Background: an optimization exercise with open tools, aiming at a short achievable clock period and few clock cycles per item. Do not read the settings as production practice.
Function was checked by simulation only, so behaviour that the tests miss may differ from the original.
The clock input has no modelled driver; a real chip could not lean on it and would need a root buffer or a full tree.
Power figures rest on the tool's default switching activity, not on a simulated workload.

Design comp_mult_top, start of the top module:
module comp_mult_top
#(
    parameter logic [15:0] APB_BASE = '0   
) (
    input  logic  clk,
    input  logic  rst_n,
    input  cmul_types_pkg::addr_t paddr,
    input  logic  pwrite,
    input  cmul_types_pkg::reg_t  pwdata,
    input  logic  psel,
    output logic  pready,
    output cmul_types_pkg::reg_t  prdata,
    output logic  pslverr,
    output logic  mem_ce,
    output logic  mem_we,
    output cmul_types_pkg::addr_t mem_addr,
    output cmul_types_pkg::elem_t mem_wr_data,
    input  cmul_types_pkg::elem_t mem_rd_data
);
clock: 6.5 ns
lec_check: 0
abc_clock_period_in_ps: 1500
cap_margin: 20
core_margin: 2
core_utilization: 40
setup_slack_margin: 4.4
slew_margin: 20
standard.sh (not shown) runs the stock make flow with config.mk's settings and CLKGATE_MAP_FILE= SYNTH_SCRIPT=/design/flow/synth_recipe.tcl, a recipe that flattens the netlist after the stock synthesis.
==> flow/flow/run.sh <==
#!/bin/bash
# Standard ORFS layout (the standard.sh), except that the clock tree is
# built by flow/mycts.tcl (a two-level buffer tree: 4 root buffers fed by the
# clock port, leaf buffers each driving a cluster of about 16 flip-flops) in
# place of TritonCTS. Everything else, synthesis included, is the standard flow.
set -euo pipefail
export MCTS_CLOCK_NET=clk
export MCTS_BUF=sky130_fd_sc_hd__clkbuf_16
export MCTS_ROOT_BUF=sky130_fd_sc_hd__clkbuf_16
export MCTS_SINKS_PER_LEAF=16
export MCTS_ROOTS=4
bash standard.sh finish PRE_CTS_TCL="$PWD/flow/mycts.tcl" > standard_flow.log 2>&1
Other scripts of this flow, unchanged in this note and not shown: flow/flow/mycts.tcl
Testbench counts at the start, summed over its fixed seeds: cycles 21,041, items 2,070.
Then changed:
--- a/flow/design.v
+++ b/flow/design.v
@@ -124,19 +124,14 @@
     logic [2:0]  fcnt;
     logic        s1v, s2v;
     logic        prd0;
     assign prdata      = {15'b0, prd0};
     always_ff @(posedge clk) begin
         prd0 <= ofs[0] ? (done & ~clr_q) : busy;    
     end
-    always_ff @(posedge clk) begin
-        pslverr  <= psel & ~(in_range & acc_ok);
-        mem_ce_q <= rd_issue | wr_issue;
-        mem_we_q <= wr_issue;
-    end
     assign mem_ce      = mem_ce_q;
     assign mem_we      = mem_we_q;
     assign mem_addr    = mem_addr_q;
     assign mem_wr_data = mem_wr_data_q;
     logic go;
     logic [1:0] h1e, h2e;
     logic qdone;
@@ -220,14 +215,15 @@
             3'd3:    wbyte = f0[25:18];
             3'd4:    wbyte = f0[33:26];
             default: wbyte = {6'b0, f0[35:34]};
         endcase
     end
     always_ff @(posedge clk or negedge rst_n) begin
         if (!rst_n) begin
+            pslverr  <= 1'b0;
             done     <= 1'b0;
             clr_q    <= 1'b0;
             start_q  <= 1'b0;
             num_reg  <= '0;
             num_nz_q <= 1'b0;
             num_ge2_q <= 1'b0;
             num_m1_q <= '0;
@@ -236,14 +232,15 @@
             k2       <= 1'b0;
             wres_q   <= 1'b0;
             wnum_q   <= 1'b0;
             pwdata_q <= '0;
             b1       <= '0;
             b2       <= '0;
         end else begin
+            pslverr   <= psel & ~(in_range & acc_ok);
             clr_q <= wr_clr;
             if (fin_q)
                 done <= 1'b1;
             else if (clr_q)
                 done <= 1'b0;
             start_q   <= wr_start;
             k1        <= wr_op1;
@@ -295,23 +292,27 @@
             qw1      <= 1'b0;
             wrc      <= 1'b0;
             wcnt     <= '0;
             qd_q     <= 1'b0;
             sq_ok    <= 1'b0;
             wok      <= 1'b0;
             fin_q    <= 1'b0;
+            mem_ce_q <= 1'b0;
+            mem_we_q <= 1'b0;
             fcnt     <= '0;
             s1v      <= 1'b0;
             s2v      <= 1'b0;
             s3v      <= 1'b0;
             s4v      <= 1'b0;
             s5v      <= 1'b0;
             s6v      <= 1'b0;
         end else begin
             busy <= busy_n;
+            mem_ce_q <= rd_issue | wr_issue;
+            mem_we_q <= wr_issue;
             pwp1_q <= pwdata + 16'd1;
             pwp2_q <= pwdata + 16'd2;
             rw    <= basew;
             rwp   <= basewp;
             rwpp  <= basewpp;
             iw_q  <= wr_issue | wr_res;    
             ra1   <= base1;
Outcome: Design area goes up by 1.4%. Global-route usage goes up by 0.16 points. Core utilization goes up by 0.52 points. Total power is about the same. Wire length goes up by 0.78%. Via count goes up by 1.9%. Setup slack gets worse by 0.0056 ns. Sequential share of layout area goes down by 0.73 points. Clock skew goes up by 0.069 ns. Synthesized area goes up by 0.56%. Sequential power barely changes. Critical path depth goes up by 9. Combinational power goes up by about 6%. First-iteration DRC count goes up by 19%.
Testbench counts after the change, summed over its fixed seeds: cycles 21,041, items 2,070.
No run of this note takes its clock network from TritonCTS; it comes from the design's own scripts or RTL.


Setup of 01-08:
comp_mult_top, a different RTL version from the one above (not shown whole).
Size in the first run: about 88 I/O pins, about 0.042 mm^2 of cells after synthesis.
Settings: LEC_CHECK=0, ABC_CLOCK_PERIOD_IN_PS=1500, CAP_MARGIN=20, CORE_MARGIN=2, CORE_UTILIZATION=40, SETUP_SLACK_MARGIN=4.4, SLEW_MARGIN=20; clock period 6.5 ns.
Scripts as last shown in full above: flow/flow/run.sh
Other scripts of this flow, unchanged in this note and not shown: flow/flow/mycts.tcl
Testbench counts of 01-08, summed over its fixed seeds: cycles 21,041, items 2,070.
#### Input delta (12-22 over 01-08)
--- a/flow/design.v
+++ b/flow/design.v
@@ -88,17 +88,12 @@
     logic        num_ge2_q;    
     logic [15:0] num_m1_q;     
     logic        num_is1_q;    
     logic [15:0] b1, b2;       
     logic        eq_q;         
     logic [15:0] ra1, ra2, rw;   
-    logic [15:0] ra1p, ra2p, rwp;       
-    logic [15:0] ra1pp, ra2pp, rwpp;    
-    logic        i1_q, i2_q, iw_q;      
-    logic [15:0] pwp1_q, pwp2_q;        
-    logic [15:0] basew, basewp, basewpp, base1pp, base2pp;
     logic        k1, k2;       
     logic        wres_q, wnum_q;   
     logic [15:0] pwdata_q;     
     logic [15:0] base1, base2;   
     logic [1:0]  h1, h2;       
     logic        qsame;        
@@ -141,15 +136,14 @@
     logic wr_issue;
     logic [2:0] wcnt_n;
     logic pop;
     logic push;
     logic [15:0] qf_eff;
     assign eq_q    = (b1 == b2);
-    assign base1   = k1 ? pwdata_q : (i1_q ? ra1p : ra1);
-    assign base2   = k2 ? pwdata_q : (i2_q ? ra2p : ra2);
-    assign basew   = wres_q ? pwdata_q : (iw_q ? rwp : rw);
+    assign base1   = k1 ? pwdata_q : ra1;
+    assign base2   = k2 ? pwdata_q : ra2;
     assign go      = start_q & ~busy & num_nz_q;
     assign h1e     = k1 ? 2'd0 : h1;
     assign h2e     = k2 ? 2'd0 : h2;
     assign qdone   = qd_q & ~k1 & ~(k2 & ~qsame);
     assign oc_eff  = go ? 3'd1 : oc;
     assign qf_eff  = go ? num_m1_q : qf_left;
@@ -159,18 +153,14 @@
     assign start_quad = ~wrc & qdone & sqg;
     assign inc1       = ~wrc & (qdone ? sqg : (h1e != 2'd2));
     assign inc2       = ~wrc & ~qdone & (h1e == 2'd2);
     assign rd_issue   = inc1 | inc2;
     assign rd_op1     = inc1;
     assign rd_id      = start_quad ? 2'd0 : (h1e != 2'd2) ? {1'b0, h1e[0]} : {1'b1, h2e[0]};
-    assign base1p     = k1 ? pwp1_q : (i1_q ? ra1pp : ra1p);
-    assign base2p     = k2 ? pwp1_q : (i2_q ? ra2pp : ra2p);
-    assign basewp     = wres_q ? pwp1_q : (iw_q ? rwpp : rwp);
-    assign base1pp    = k1 ? pwp2_q : (i1_q ? ra1pp + 16'd1 : ra1pp);
-    assign base2pp    = k2 ? pwp2_q : (i2_q ? ra2pp + 16'd1 : ra2pp);
-    assign basewpp    = wres_q ? pwp2_q : (iw_q ? rwpp + 16'd1 : rwpp);
+    assign base1p     = k1 ? pwdata_q + 16'd1 : ra1 + 16'd1;
+    assign base2p     = k2 ? pwdata_q + 16'd1 : ra2 + 16'd1;
     assign wr_start_b = ~wrc & qdone & ~sqg & wok;
     assign wr_issue   = wrc | wr_start_b;
     assign wcnt_n     = wrc ? wcnt + 3'd1 : 3'd0;
     assign pop        = wrc & (wcnt == 3'd4);
     logic       busy_n;
     logic [2:0] oc_n;
@@ -261,23 +251,12 @@
     always_ff @(posedge clk or negedge rst_n) begin
         if (!rst_n) begin
             busy     <= 1'b0;
             ra1      <= '0;
             ra2      <= '0;
             rw       <= '0;
-            ra1p     <= 16'd1;
-            ra2p     <= 16'd1;
-            rwp      <= 16'd1;
-            ra1pp    <= 16'd2;
-            ra2pp    <= 16'd2;
-            rwpp     <= 16'd2;
-            i1_q     <= 1'b0;
-            i2_q     <= 1'b0;
-            iw_q     <= 1'b0;
-            pwp1_q   <= '0;
-            pwp2_q   <= '0;
             h1       <= '0;
             h2       <= '0;
             qsame    <= 1'b0;
             bus_v    <= 1'b0;
             bus_id   <= '0;
             bus_dup  <= 1'b0;
@@ -305,26 +284,18 @@
             s5v      <= 1'b0;
             s6v      <= 1'b0;
         end else begin
             busy <= busy_n;
             mem_ce_q <= rd_issue | wr_issue;
             mem_we_q <= wr_issue;
-            pwp1_q <= pwdata + 16'd1;
-            pwp2_q <= pwdata + 16'd2;
-            rw    <= basew;
-            rwp   <= basewp;
-            rwpp  <= basewpp;
-            iw_q  <= wr_issue;
-            ra1   <= base1;
-            ra1p  <= base1p;
-            ra1pp <= base1pp;
-            i1_q  <= inc1;
-            ra2   <= base2;
-            ra2p  <= base2p;
-            ra2pp <= base2pp;
-            i2_q  <= inc2;
+            if (wres_q)
+                rw <= pwdata_q;
+            else if (wr_issue)
+                rw <= rw + 16'd1;
+            ra1 <= inc1 ? base1p : base1;
+            ra2 <= inc2 ? base2p : base2;
             h1    <= h1_n;
             h2    <= h2_n;
             qsame <= qsame_n;
             qd_q  <= ~fin_q & ~start_quad & (qdone | (~wrc & (qc1 | qc2)));
             bus_v   <= rd_issue;
             bus_id  <= rd_id;
@@ -368,15 +339,15 @@
             s5v <= s4v;
             s6v <= s5v;
         end
     end
     always_ff @(posedge clk) begin
         if (wrc)
-            mem_addr_q <= basew;
+            mem_addr_q <= rw;
         else if (qdone)
-            mem_addr_q <= sqg ? base1 : basew;
+            mem_addr_q <= sqg ? base1 : rw;
         else
             mem_addr_q <= (h1e != 2'd2) ? base1 : base2;
         mem_wr_data_q <= wbyte;
     end
     logic [3:0] capd;
     assign capd[0] = ret_v & (ret_id == 2'd0);
==> comparison <==
Overall power: higher on 01-08
Per the comparison of 12-22 with 01-08, clock tree skew after final layout went down; total number of nets in the final design went down; first-pass iteration count of the detailed router went up; sequential share of the synthesized area went down.
Synthesized area on 12-22 is ahead of 01-08.
| time the final worst path needs with I/O delays and setup | higher: 01-08 |
Of 01-08 and 12-22, 12-22 shows the lower portion of total power attributed to sequential cells, with 01-08 above it.
Wire length of the first global-routing pass for 12-22: 14% down relative to 01-08
In the tables for 01-08 and 12-22, via density per instance reads higher with 01-08.
Lower sequential share of layout area goes to 12-22 over 01-08.
Comparing 01-08 and 12-22, the lower clock power was measured on 12-22.
Area: 12-22 vs 01-08 -> 12-22 smaller
Testbench counts of 12-22, summed over its fixed seeds: cycles 21,041, items 2,070.
No run of this note takes its clock network from TritonCTS; it comes from the design's own scripts or RTL.

-- re-timing with driven ports --
Ports are ideal in the flow. The routed layouts listed here were re-timed in OpenROAD.
Step 1 (the two cells are an assumption about what drives the block):
set clk [get_ports {clk}]
set_driving_cell -lib_cell sky130_fd_sc_hd__clkbuf_16 $clk
set_driving_cell -lib_cell sky130_fd_sc_hd__buf_2 [delete_from_list [all_inputs] $clk]
Step 2, shift: input delay + t, output delay - t, t = (earliest + latest rising clock arrival at the registers) / 2. This alone moves slack from input paths to output paths.
a / b / c = no drivers / after step 1 / after step 2; a / b = the first two.
| run | t, ns | setup WS [ns] | slew at the worst register clock pin (ns) |
|---|---|---|---|
| the first run of note 1 | 0.606 | 4.199 / 4.063 / 3.679 | 0.10 / 0.10 |
| the second run of note 1 | 0.621 | 4.194 / 4.065 / 3.909 | 0.09 / 0.09 |
| 01-08 | 0.608 | 4.096 / 3.952 / 3.738 | 0.11 / 0.11 |
| 12-22 | 0.577 | 4.105 / 4.068 / 3.749 | 0.09 / 0.09 |
After both steps every run listed still meets setup and hold. For the first run of note 1, which loses most, drivers alone change the setup slack by -0.136 ns; drivers and shift together by -0.520 ns.
